From an optimization exercise on the open Yosys and OpenROAD flow, aimed at a short achievable clock period; shortcuts taken in it are not production practice. Only simulation tests tie the RTL to the original design; equivalence was not proved. Power is estimated from default activity; no workload was simulated.

==> inputs of run a <==
Design stack_cpu, start of the top module:
module stack_cpu
(
  input  logic        clk,
  input  logic        rst_n,
  output logic [15:0] imem_addr,
  input  logic [15:0] insn,
  output logic [15:0] dmem_addr,
  output logic [15:0] dmem_wdata,
  output logic        dmem_we,
  output logic        dmem_re,
  output logic        dmem_byte,
  input  logic [15:0] dmem_rdata
);
export LEC_CHECK = 0
export ABC_CLOCK_PERIOD_IN_PS = 2000
export CAP_MARGIN = 20
export CORE_MARGIN = 2
export CORE_UTILIZATION = 40
export PLACE_DENSITY = 0.6
export SLEW_MARGIN = 20
export SYNTH_HIERARCHICAL = 1
export SYNTH_MINIMUM_KEEP_SIZE = 0
export TNS_END_PERCENT = 10
create_clock -name core_clock -period 12.5 [get_ports {clk}]
standard.sh (not shown) runs the stock make flow with config.mk's settings and CLKGATE_MAP_FILE= SYNTH_SCRIPT=/design/flow/synth_recipe.tcl, a recipe that flattens the netlist after the stock synthesis.
==> flow/flow/run.sh <==
#!/bin/bash
set -euo pipefail
export SETUP_SLACK_MARGIN=7.5
export BUFFER_PORTS_ARGS="-buffer_cell sky130_fd_sc_hd__buf_6"
bash standard.sh > standard.log 2>&1
==> run b (differences from run a) <==
--- a/flow/design.v
+++ b/flow/design.v
@@ -407,77 +407,33 @@
     g_aoi22 u_n0 (.a1(e[0]), .a2(m0), .b1(e[1]), .b2(m1), .y(n0));
     g_aoi22 u_n1 (.a1(e[2]), .a2(m2), .b1(e[3]), .b2(m3), .y(n1));
     g_aoi22 u_n2 (.a1(es_isr), .a2(isr[k]), .b1(es_c), .b2(c[k]), .y(n2));
     g_aoi22 u_n3 (.a1(es_fp), .a2(fp[k]), .b1(es_t), .b2(t[k]), .y(n3));
     g_nand4 u_y  (.a(n0), .b(n1), .c(n2), .d(n3), .y(y[k]));
   end
 endmodule
-module imm_sel
-(
-  input  logic [15:0] insn,
-  output logic        s_lbz,    
-  output logic        s_w,      
-  output logic        s_sx,     
-  output logic        jnz,      
-  output logic        jz        
-);
-  logic off, b, z, w;
-  assign off   = !insn[15] && insn[11:10] == 2'b00;
-  assign b     = off && (insn[14:12] == 3'b010 || insn[14:12] == 3'b011 || insn[14:12] == 3'b101);
-  assign z     = off && insn[14:12] == 3'b110;
-  assign w     = off && insn[14:12] == 3'b100;
-  assign s_lbz = insn[15] || b || z;
-  assign s_w   = w;
-  assign s_sx  = b || w;
-  assign jnz   = insn[15:12] == 4'b0001 && insn[0];
-  assign jz    = insn[15:12] == 4'b0001 && !insn[0];
-endmodule
-module ip2_gate
-(
-  input  logic        t_zero,
-  input  logic [15:0] ip2,
-  output logic [15:0] ip2_z,
-  output logic [15:0] ip2_nz
-);
-  assign ip2_z  = {16{t_zero}} & ip2;
-  assign ip2_nz = {16{!t_zero}} & ip2;
-endmodule
 module imm_pick
 (
   input  logic [15:0] insn,
-  input  logic        t_zero,
+  input  logic        s_ip2,
   input  logic [15:0] ip2,
   output logic [15:0] y
 );
-  logic s_lbz, s_w, s_sx, s_lit, jnz, jz;
-  logic [15:0] ip2_z, ip2_nz;
-  imm_sel u_sel (.insn(insn), .s_lbz(s_lbz), .s_w(s_w), .s_sx(s_sx), .jnz(jnz), .jz(jz));
-  ip2_gate u_ip2 (.t_zero(t_zero), .ip2(ip2), .ip2_z(ip2_z), .ip2_nz(ip2_nz));
-  assign s_lit = insn[15];
-  for (genvar k = 0; k < 16; k++)
-  begin : g_bit
-    logic n0, n1;
-    g_aoi22 u_n1 (.a1(jnz), .a2(ip2_z[k]), .b1(jz), .b2(ip2_nz[k]), .y(n1));
-    if (k < 9)
-    begin : g_lo
-      g_aoi22 u_n0 (.a1(s_lbz), .a2(insn[k]), .b1(s_w), .b2(insn[k+1]), .y(n0));
-    end
-    else if (k == 9)
-    begin : g_9
-      g_aoi22 u_n0 (.a1(s_lbz), .a2(insn[9]), .b1(s_w), .b2(insn[9]), .y(n0));
-    end
-    else if (k < 15)
-    begin : g_hi
-      g_aoi22 u_n0 (.a1(s_lit), .a2(insn[k]), .b1(s_sx), .b2(insn[9]), .y(n0));
-    end
-    else
-    begin : g_15
-      g_nand2 u_n0 (.a(s_sx), .b(insn[9]), .y(n0));
-    end
-    g_nand2 u_y (.a(n0), .b(n1), .y(y[k]));
+  always_comb
+  begin
+    y = {16{s_ip2}} & ip2;
+    if (insn[15])
+      y = {1'b0, insn[14:0]};
+    else if (insn[11:10] == 2'b00)
+      case (insn[14:12])
+        3'b010, 3'b011, 3'b101: y = {{6{insn[9]}}, insn[9:0]};
+        3'b100:                 y = {{7{insn[9]}}, insn[9:1]};
+        3'b110:                 y = {6'd0, insn[9:0]};
+        default:                ;
+      endcase
   end
 endmodule
 module alu_pre
 (
   input  logic [15:0] t,
   input  logic [15:0] n,
   output logic [15:0] tn_sum,
@@ -547,15 +503,16 @@
   assign hc1 = s ? h  : hp;
   assign hc0 = s ? hm : h;
 endmodule
 module res_sel
 (
   input  logic [15:0] insn,
   input  logic        t_zero,
-  output logic [8:0]  sel
+  output logic [8:0]  sel,
+  output logic        s_ip2
 );
   logic is_b, is_w, is_6, cond;
   assign is_b  = insn[15:13] == 3'b001 || insn[15:12] == 4'b0101;
   assign is_w  = insn[15:12] == 4'b0100;
   assign is_6  = insn[15:12] == 4'b0110;
   assign cond  = insn[0] ^ t_zero;    
   assign sel[0] = is_b && insn[11:10] == 2'd1;
@@ -563,14 +520,15 @@
   assign sel[2] = is_b && insn[11:10] == 2'd3;
   assign sel[3] = is_w && insn[11:10] == 2'd1;
   assign sel[4] = is_w && insn[11:10] == 2'd2;
   assign sel[5] = is_w && insn[11:10] == 2'd3;
   assign sel[6] = is_6 && insn[11:10] == 2'd1;
   assign sel[7] = is_6 && insn[11];
   assign sel[8] = insn[15:12] == 4'b0000 || (insn[15:12] == 4'b0001 && cond);
+  assign s_ip2  = insn[15:12] == 4'b0001 && !cond;
 endmodule
 `timescale 1ns/100ps
 module stack_cpu
 (
   input  logic        clk,
   input  logic        rst_n,
   output logic [15:0] imem_addr,
@@ -648,17 +606,17 @@
   assign hc1[5] = hc1[2];
   assign hc0[5] = hc0[2];
   assign hc1[6] = fp_hp;
   assign hc0[6] = fp[15:10];
   assign hc1[7] = t_hp;
   assign hc0[7] = top0[15:10];
   hc_sel #(.W(5)) u_hc_br (.s(insn[11]), .h(ip[15:11]), .hm(br_hm), .hp(br_hp), .hc0(bhc0), .hc1(bhc1));
-  logic s_br, s_6i, s_6f, s_sisr, s_sc, s_sfp;
+  logic s_br, s_ip2, s_6i, s_6f, s_sisr, s_sc, s_sfp;
   logic [8:0] sel;
-  res_sel u_rsel (.insn(insn), .t_zero(t_zero), .sel(sel));
+  res_sel u_rsel (.insn(insn), .t_zero(t_zero), .sel(sel), .s_ip2(s_ip2));
   assign s_br = sel[8];
   assign s_6i   = is_6 && asel == 2'd0;
   assign s_6f   = is_6 && asel == 2'd1;
   assign s_sisr = is_sys && insn[4] && !insn[0];
   assign s_sc   = is_sys && !insn[4] && !insn[0] && insn[3:2] == 2'b00;
   assign s_sfp  = is_sys && insn[3:0] == 4'b0011;
   logic [15:0] v_op7, v_imm, alu_res;
@@ -667,15 +625,15 @@
   logic [4:0]  bha, bhb;
   op7_pick u_op7 (.insn(insn), .tn_sum(tn_sum), .tn_dif(tn_dif),
                   .tn_and(tn_and), .tn_or(tn_or), .tn_xor(tn_xor),
                   .tn_shl(tn_shl), .tn_shr(tn_shr), .tn_eq(tn_eq), .tn_lt(tn_lt),
                   .t(top0), .n(top1), .t_addz(t_addz),
                   .t_addnz(t_addnz), .isr(isr), .c(ctop), .fp(fp),
                   .y(v_op7));
-  imm_pick u_imm (.insn(insn), .t_zero(t_zero), .ip2(ip2), .y(v_imm));
+  imm_pick u_imm (.insn(insn), .s_ip2(s_ip2), .ip2(ip2), .y(v_imm));
   assign rsel = {sel[8:1], sel[0] || sel[6]};
   for (genvar j = 0; j < 8; j++)
   begin : g_hg
     hc_gate #(.W(6)) u_hg (.sel(sel[j]), .hc0(hc0[j]), .hc1(hc1[j]), .ha(ha[j]), .hb(hb[j]));
   end
   hc_gate #(.W(5)) u_hg_br (.sel(sel[8]), .hc0(bhc0), .hc1(bhc1), .ha(bha), .hb(bhb));
   res_mux u_res (.sel(rsel), .lo(lo), .con(con), .ha(ha), .hb(hb), .bha(bha), .bhb(bhb),
Settings changed: CORE_UTILIZATION 40 to 55, PLACE_DENSITY 0.6 to 0.7.
==> run c (differences from run a) <==
--- a/flow/design.v
+++ b/flow/design.v
@@ -407,77 +407,33 @@
     g_aoi22 u_n0 (.a1(e[0]), .a2(m0), .b1(e[1]), .b2(m1), .y(n0));
     g_aoi22 u_n1 (.a1(e[2]), .a2(m2), .b1(e[3]), .b2(m3), .y(n1));
     g_aoi22 u_n2 (.a1(es_isr), .a2(isr[k]), .b1(es_c), .b2(c[k]), .y(n2));
     g_aoi22 u_n3 (.a1(es_fp), .a2(fp[k]), .b1(es_t), .b2(t[k]), .y(n3));
     g_nand4 u_y  (.a(n0), .b(n1), .c(n2), .d(n3), .y(y[k]));
   end
 endmodule
-module imm_sel
-(
-  input  logic [15:0] insn,
-  output logic        s_lbz,    
-  output logic        s_w,      
-  output logic        s_sx,     
-  output logic        jnz,      
-  output logic        jz        
-);
-  logic off, b, z, w;
-  assign off   = !insn[15] && insn[11:10] == 2'b00;
-  assign b     = off && (insn[14:12] == 3'b010 || insn[14:12] == 3'b011 || insn[14:12] == 3'b101);
-  assign z     = off && insn[14:12] == 3'b110;
-  assign w     = off && insn[14:12] == 3'b100;
-  assign s_lbz = insn[15] || b || z;
-  assign s_w   = w;
-  assign s_sx  = b || w;
-  assign jnz   = insn[15:12] == 4'b0001 && insn[0];
-  assign jz    = insn[15:12] == 4'b0001 && !insn[0];
-endmodule
-module ip2_gate
-(
-  input  logic        t_zero,
-  input  logic [15:0] ip2,
-  output logic [15:0] ip2_z,
-  output logic [15:0] ip2_nz
-);
-  assign ip2_z  = {16{t_zero}} & ip2;
-  assign ip2_nz = {16{!t_zero}} & ip2;
-endmodule
 module imm_pick
 (
   input  logic [15:0] insn,
-  input  logic        t_zero,
+  input  logic        s_ip2,
   input  logic [15:0] ip2,
   output logic [15:0] y
 );
-  logic s_lbz, s_w, s_sx, s_lit, jnz, jz;
-  logic [15:0] ip2_z, ip2_nz;
-  imm_sel u_sel (.insn(insn), .s_lbz(s_lbz), .s_w(s_w), .s_sx(s_sx), .jnz(jnz), .jz(jz));
-  ip2_gate u_ip2 (.t_zero(t_zero), .ip2(ip2), .ip2_z(ip2_z), .ip2_nz(ip2_nz));
-  assign s_lit = insn[15];
-  for (genvar k = 0; k < 16; k++)
-  begin : g_bit
-    logic n0, n1;
-    g_aoi22 u_n1 (.a1(jnz), .a2(ip2_z[k]), .b1(jz), .b2(ip2_nz[k]), .y(n1));
-    if (k < 9)
-    begin : g_lo
-      g_aoi22 u_n0 (.a1(s_lbz), .a2(insn[k]), .b1(s_w), .b2(insn[k+1]), .y(n0));
-    end
-    else if (k == 9)
-    begin : g_9
-      g_aoi22 u_n0 (.a1(s_lbz), .a2(insn[9]), .b1(s_w), .b2(insn[9]), .y(n0));
-    end
-    else if (k < 15)
-    begin : g_hi
-      g_aoi22 u_n0 (.a1(s_lit), .a2(insn[k]), .b1(s_sx), .b2(insn[9]), .y(n0));
-    end
-    else
-    begin : g_15
-      g_nand2 u_n0 (.a(s_sx), .b(insn[9]), .y(n0));
-    end
-    g_nand2 u_y (.a(n0), .b(n1), .y(y[k]));
+  always_comb
+  begin
+    y = {16{s_ip2}} & ip2;
+    if (insn[15])
+      y = {1'b0, insn[14:0]};
+    else if (insn[11:10] == 2'b00)
+      case (insn[14:12])
+        3'b010, 3'b011, 3'b101: y = {{6{insn[9]}}, insn[9:0]};
+        3'b100:                 y = {{7{insn[9]}}, insn[9:1]};
+        3'b110:                 y = {6'd0, insn[9:0]};
+        default:                ;
+      endcase
   end
 endmodule
 module alu_pre
 (
   input  logic [15:0] t,
   input  logic [15:0] n,
   output logic [15:0] tn_sum,
@@ -547,15 +503,16 @@
   assign hc1 = s ? h  : hp;
   assign hc0 = s ? hm : h;
 endmodule
 module res_sel
 (
   input  logic [15:0] insn,
   input  logic        t_zero,
-  output logic [8:0]  sel
+  output logic [8:0]  sel,
+  output logic        s_ip2
 );
   logic is_b, is_w, is_6, cond;
   assign is_b  = insn[15:13] == 3'b001 || insn[15:12] == 4'b0101;
   assign is_w  = insn[15:12] == 4'b0100;
   assign is_6  = insn[15:12] == 4'b0110;
   assign cond  = insn[0] ^ t_zero;    
   assign sel[0] = is_b && insn[11:10] == 2'd1;
@@ -563,14 +520,15 @@
   assign sel[2] = is_b && insn[11:10] == 2'd3;
   assign sel[3] = is_w && insn[11:10] == 2'd1;
   assign sel[4] = is_w && insn[11:10] == 2'd2;
   assign sel[5] = is_w && insn[11:10] == 2'd3;
   assign sel[6] = is_6 && insn[11:10] == 2'd1;
   assign sel[7] = is_6 && insn[11];
   assign sel[8] = insn[15:12] == 4'b0000 || (insn[15:12] == 4'b0001 && cond);
+  assign s_ip2  = insn[15:12] == 4'b0001 && !cond;
 endmodule
 `timescale 1ns/100ps
 module stack_cpu
 (
   input  logic        clk,
   input  logic        rst_n,
   output logic [15:0] imem_addr,
@@ -648,17 +606,17 @@
   assign hc1[5] = hc1[2];
   assign hc0[5] = hc0[2];
   assign hc1[6] = fp_hp;
   assign hc0[6] = fp[15:10];
   assign hc1[7] = t_hp;
   assign hc0[7] = top0[15:10];
   hc_sel #(.W(5)) u_hc_br (.s(insn[11]), .h(ip[15:11]), .hm(br_hm), .hp(br_hp), .hc0(bhc0), .hc1(bhc1));
-  logic s_br, s_6i, s_6f, s_sisr, s_sc, s_sfp;
+  logic s_br, s_ip2, s_6i, s_6f, s_sisr, s_sc, s_sfp;
   logic [8:0] sel;
-  res_sel u_rsel (.insn(insn), .t_zero(t_zero), .sel(sel));
+  res_sel u_rsel (.insn(insn), .t_zero(t_zero), .sel(sel), .s_ip2(s_ip2));
   assign s_br = sel[8];
   assign s_6i   = is_6 && asel == 2'd0;
   assign s_6f   = is_6 && asel == 2'd1;
   assign s_sisr = is_sys && insn[4] && !insn[0];
   assign s_sc   = is_sys && !insn[4] && !insn[0] && insn[3:2] == 2'b00;
   assign s_sfp  = is_sys && insn[3:0] == 4'b0011;
   logic [15:0] v_op7, v_imm, alu_res;
@@ -667,15 +625,15 @@
   logic [4:0]  bha, bhb;
   op7_pick u_op7 (.insn(insn), .tn_sum(tn_sum), .tn_dif(tn_dif),
                   .tn_and(tn_and), .tn_or(tn_or), .tn_xor(tn_xor),
                   .tn_shl(tn_shl), .tn_shr(tn_shr), .tn_eq(tn_eq), .tn_lt(tn_lt),
                   .t(top0), .n(top1), .t_addz(t_addz),
                   .t_addnz(t_addnz), .isr(isr), .c(ctop), .fp(fp),
                   .y(v_op7));
-  imm_pick u_imm (.insn(insn), .t_zero(t_zero), .ip2(ip2), .y(v_imm));
+  imm_pick u_imm (.insn(insn), .s_ip2(s_ip2), .ip2(ip2), .y(v_imm));
   assign rsel = {sel[8:1], sel[0] || sel[6]};
   for (genvar j = 0; j < 8; j++)
   begin : g_hg
     hc_gate #(.W(6)) u_hg (.sel(sel[j]), .hc0(hc0[j]), .hc1(hc1[j]), .ha(ha[j]), .hb(hb[j]));
   end
   hc_gate #(.W(5)) u_hg_br (.sel(sel[8]), .hc0(bhc0), .hc1(bhc1), .ha(bha), .hb(bhb));
   res_mux u_res (.sel(rsel), .lo(lo), .con(con), .ha(ha), .hb(hb), .bha(bha), .bhb(bhb),
Settings changed: ABC_CLOCK_PERIOD_IN_PS 2000 to 500.
==> run d (differences from run a) <==
--- a/flow/design.v
+++ b/flow/design.v
@@ -407,77 +407,33 @@
     g_aoi22 u_n0 (.a1(e[0]), .a2(m0), .b1(e[1]), .b2(m1), .y(n0));
     g_aoi22 u_n1 (.a1(e[2]), .a2(m2), .b1(e[3]), .b2(m3), .y(n1));
     g_aoi22 u_n2 (.a1(es_isr), .a2(isr[k]), .b1(es_c), .b2(c[k]), .y(n2));
     g_aoi22 u_n3 (.a1(es_fp), .a2(fp[k]), .b1(es_t), .b2(t[k]), .y(n3));
     g_nand4 u_y  (.a(n0), .b(n1), .c(n2), .d(n3), .y(y[k]));
   end
 endmodule
-module imm_sel
-(
-  input  logic [15:0] insn,
-  output logic        s_lbz,    
-  output logic        s_w,      
-  output logic        s_sx,     
-  output logic        jnz,      
-  output logic        jz        
-);
-  logic off, b, z, w;
-  assign off   = !insn[15] && insn[11:10] == 2'b00;
-  assign b     = off && (insn[14:12] == 3'b010 || insn[14:12] == 3'b011 || insn[14:12] == 3'b101);
-  assign z     = off && insn[14:12] == 3'b110;
-  assign w     = off && insn[14:12] == 3'b100;
-  assign s_lbz = insn[15] || b || z;
-  assign s_w   = w;
-  assign s_sx  = b || w;
-  assign jnz   = insn[15:12] == 4'b0001 && insn[0];
-  assign jz    = insn[15:12] == 4'b0001 && !insn[0];
-endmodule
-module ip2_gate
-(
-  input  logic        t_zero,
-  input  logic [15:0] ip2,
-  output logic [15:0] ip2_z,
-  output logic [15:0] ip2_nz
-);
-  assign ip2_z  = {16{t_zero}} & ip2;
-  assign ip2_nz = {16{!t_zero}} & ip2;
-endmodule
 module imm_pick
 (
   input  logic [15:0] insn,
-  input  logic        t_zero,
+  input  logic        s_ip2,
   input  logic [15:0] ip2,
   output logic [15:0] y
 );
-  logic s_lbz, s_w, s_sx, s_lit, jnz, jz;
-  logic [15:0] ip2_z, ip2_nz;
-  imm_sel u_sel (.insn(insn), .s_lbz(s_lbz), .s_w(s_w), .s_sx(s_sx), .jnz(jnz), .jz(jz));
-  ip2_gate u_ip2 (.t_zero(t_zero), .ip2(ip2), .ip2_z(ip2_z), .ip2_nz(ip2_nz));
-  assign s_lit = insn[15];
-  for (genvar k = 0; k < 16; k++)
-  begin : g_bit
-    logic n0, n1;
-    g_aoi22 u_n1 (.a1(jnz), .a2(ip2_z[k]), .b1(jz), .b2(ip2_nz[k]), .y(n1));
-    if (k < 9)
-    begin : g_lo
-      g_aoi22 u_n0 (.a1(s_lbz), .a2(insn[k]), .b1(s_w), .b2(insn[k+1]), .y(n0));
-    end
-    else if (k == 9)
-    begin : g_9
-      g_aoi22 u_n0 (.a1(s_lbz), .a2(insn[9]), .b1(s_w), .b2(insn[9]), .y(n0));
-    end
-    else if (k < 15)
-    begin : g_hi
-      g_aoi22 u_n0 (.a1(s_lit), .a2(insn[k]), .b1(s_sx), .b2(insn[9]), .y(n0));
-    end
-    else
-    begin : g_15
-      g_nand2 u_n0 (.a(s_sx), .b(insn[9]), .y(n0));
-    end
-    g_nand2 u_y (.a(n0), .b(n1), .y(y[k]));
+  always_comb
+  begin
+    y = {16{s_ip2}} & ip2;
+    if (insn[15])
+      y = {1'b0, insn[14:0]};
+    else if (insn[11:10] == 2'b00)
+      case (insn[14:12])
+        3'b010, 3'b011, 3'b101: y = {{6{insn[9]}}, insn[9:0]};
+        3'b100:                 y = {{7{insn[9]}}, insn[9:1]};
+        3'b110:                 y = {6'd0, insn[9:0]};
+        default:                ;
+      endcase
   end
 endmodule
 module alu_pre
 (
   input  logic [15:0] t,
   input  logic [15:0] n,
   output logic [15:0] tn_sum,
@@ -547,15 +503,16 @@
   assign hc1 = s ? h  : hp;
   assign hc0 = s ? hm : h;
 endmodule
 module res_sel
 (
   input  logic [15:0] insn,
   input  logic        t_zero,
-  output logic [8:0]  sel
+  output logic [8:0]  sel,
+  output logic        s_ip2
 );
   logic is_b, is_w, is_6, cond;
   assign is_b  = insn[15:13] == 3'b001 || insn[15:12] == 4'b0101;
   assign is_w  = insn[15:12] == 4'b0100;
   assign is_6  = insn[15:12] == 4'b0110;
   assign cond  = insn[0] ^ t_zero;    
   assign sel[0] = is_b && insn[11:10] == 2'd1;
@@ -563,14 +520,15 @@
   assign sel[2] = is_b && insn[11:10] == 2'd3;
   assign sel[3] = is_w && insn[11:10] == 2'd1;
   assign sel[4] = is_w && insn[11:10] == 2'd2;
   assign sel[5] = is_w && insn[11:10] == 2'd3;
   assign sel[6] = is_6 && insn[11:10] == 2'd1;
   assign sel[7] = is_6 && insn[11];
   assign sel[8] = insn[15:12] == 4'b0000 || (insn[15:12] == 4'b0001 && cond);
+  assign s_ip2  = insn[15:12] == 4'b0001 && !cond;
 endmodule
 `timescale 1ns/100ps
 module stack_cpu
 (
   input  logic        clk,
   input  logic        rst_n,
   output logic [15:0] imem_addr,
@@ -648,17 +606,17 @@
   assign hc1[5] = hc1[2];
   assign hc0[5] = hc0[2];
   assign hc1[6] = fp_hp;
   assign hc0[6] = fp[15:10];
   assign hc1[7] = t_hp;
   assign hc0[7] = top0[15:10];
   hc_sel #(.W(5)) u_hc_br (.s(insn[11]), .h(ip[15:11]), .hm(br_hm), .hp(br_hp), .hc0(bhc0), .hc1(bhc1));
-  logic s_br, s_6i, s_6f, s_sisr, s_sc, s_sfp;
+  logic s_br, s_ip2, s_6i, s_6f, s_sisr, s_sc, s_sfp;
   logic [8:0] sel;
-  res_sel u_rsel (.insn(insn), .t_zero(t_zero), .sel(sel));
+  res_sel u_rsel (.insn(insn), .t_zero(t_zero), .sel(sel), .s_ip2(s_ip2));
   assign s_br = sel[8];
   assign s_6i   = is_6 && asel == 2'd0;
   assign s_6f   = is_6 && asel == 2'd1;
   assign s_sisr = is_sys && insn[4] && !insn[0];
   assign s_sc   = is_sys && !insn[4] && !insn[0] && insn[3:2] == 2'b00;
   assign s_sfp  = is_sys && insn[3:0] == 4'b0011;
   logic [15:0] v_op7, v_imm, alu_res;
@@ -667,15 +625,15 @@
   logic [4:0]  bha, bhb;
   op7_pick u_op7 (.insn(insn), .tn_sum(tn_sum), .tn_dif(tn_dif),
                   .tn_and(tn_and), .tn_or(tn_or), .tn_xor(tn_xor),
                   .tn_shl(tn_shl), .tn_shr(tn_shr), .tn_eq(tn_eq), .tn_lt(tn_lt),
                   .t(top0), .n(top1), .t_addz(t_addz),
                   .t_addnz(t_addnz), .isr(isr), .c(ctop), .fp(fp),
                   .y(v_op7));
-  imm_pick u_imm (.insn(insn), .t_zero(t_zero), .ip2(ip2), .y(v_imm));
+  imm_pick u_imm (.insn(insn), .s_ip2(s_ip2), .ip2(ip2), .y(v_imm));
   assign rsel = {sel[8:1], sel[0] || sel[6]};
   for (genvar j = 0; j < 8; j++)
   begin : g_hg
     hc_gate #(.W(6)) u_hg (.sel(sel[j]), .hc0(hc0[j]), .hc1(hc1[j]), .ha(ha[j]), .hb(hb[j]));
   end
   hc_gate #(.W(5)) u_hg_br (.sel(sel[8]), .hc0(bhc0), .hc1(bhc1), .ha(bha), .hb(bhb));
   res_mux u_res (.sel(rsel), .lo(lo), .con(con), .ha(ha), .hb(hb), .bha(bha), .bhb(bhb),
Settings changed: PLACE_DENSITY 0.6 to 0.45.
==> summary of the runs <==
The highest count of clock-buffer cells in the layout belongs to run d, the lowest to run c. Run b passed the timing, DRC and antenna checks. Run c produced a clean layout. Run a completed with no timing, DRC or antenna violations. Run d finished with timing, DRC and antenna clean. In run d the clock skew is lower than in run b, by 0.0040 ns. Against run a, the combinational power of run d is larger by about 4%. The highest total power belongs to run a, the lowest to run b. Final area: run a > run c > run d > run b. Synthesized cell count is the same in run d and run b. Global-route usage, highest first: run b, run d, run c, run a. Between run a and run d, the lower maximum frequency is in run d (gap about 2.5%, measured against run d).

[what the ideal ports hide]
Ports are ideal in the flow. The routed layouts listed here were re-timed in OpenROAD.
Step 1, drivers: a clkbuf_16 drives clk and a buf_2 each remaining input, both assumed.
Step 2 adds t to the input delays and takes it off the output delays; t is the mean of the earliest and latest rising clock arrival at the registers after step 1. Input paths then give back, and output paths get back, about the clock's delay inside the block.
a / b / c = ideal ports / drivers / drivers and shift; a / b = the first two.
run | shift t [ns] | slack for setup (ns) | hold slack, ns
run a | 0.716 | 5.541 / 5.329 / 5.329 | 0.484 / 0.484 / 0.484
run b | 0.654 | 5.456 / 5.112 / 5.112 | 0.486 / 0.486 / 0.486
run c | 0.708 | 5.545 / 5.296 / 5.296 | 0.498 / 0.498 / 0.498
run d | 0.677 | 5.366 / 5.063 / 5.063 | 0.497 / 0.497 / 0.497
After both steps setup and hold are still met in every run listed. For run b, which loses most, drivers alone change the setup slack by -0.344 ns; drivers and shift together by -0.344 ns.
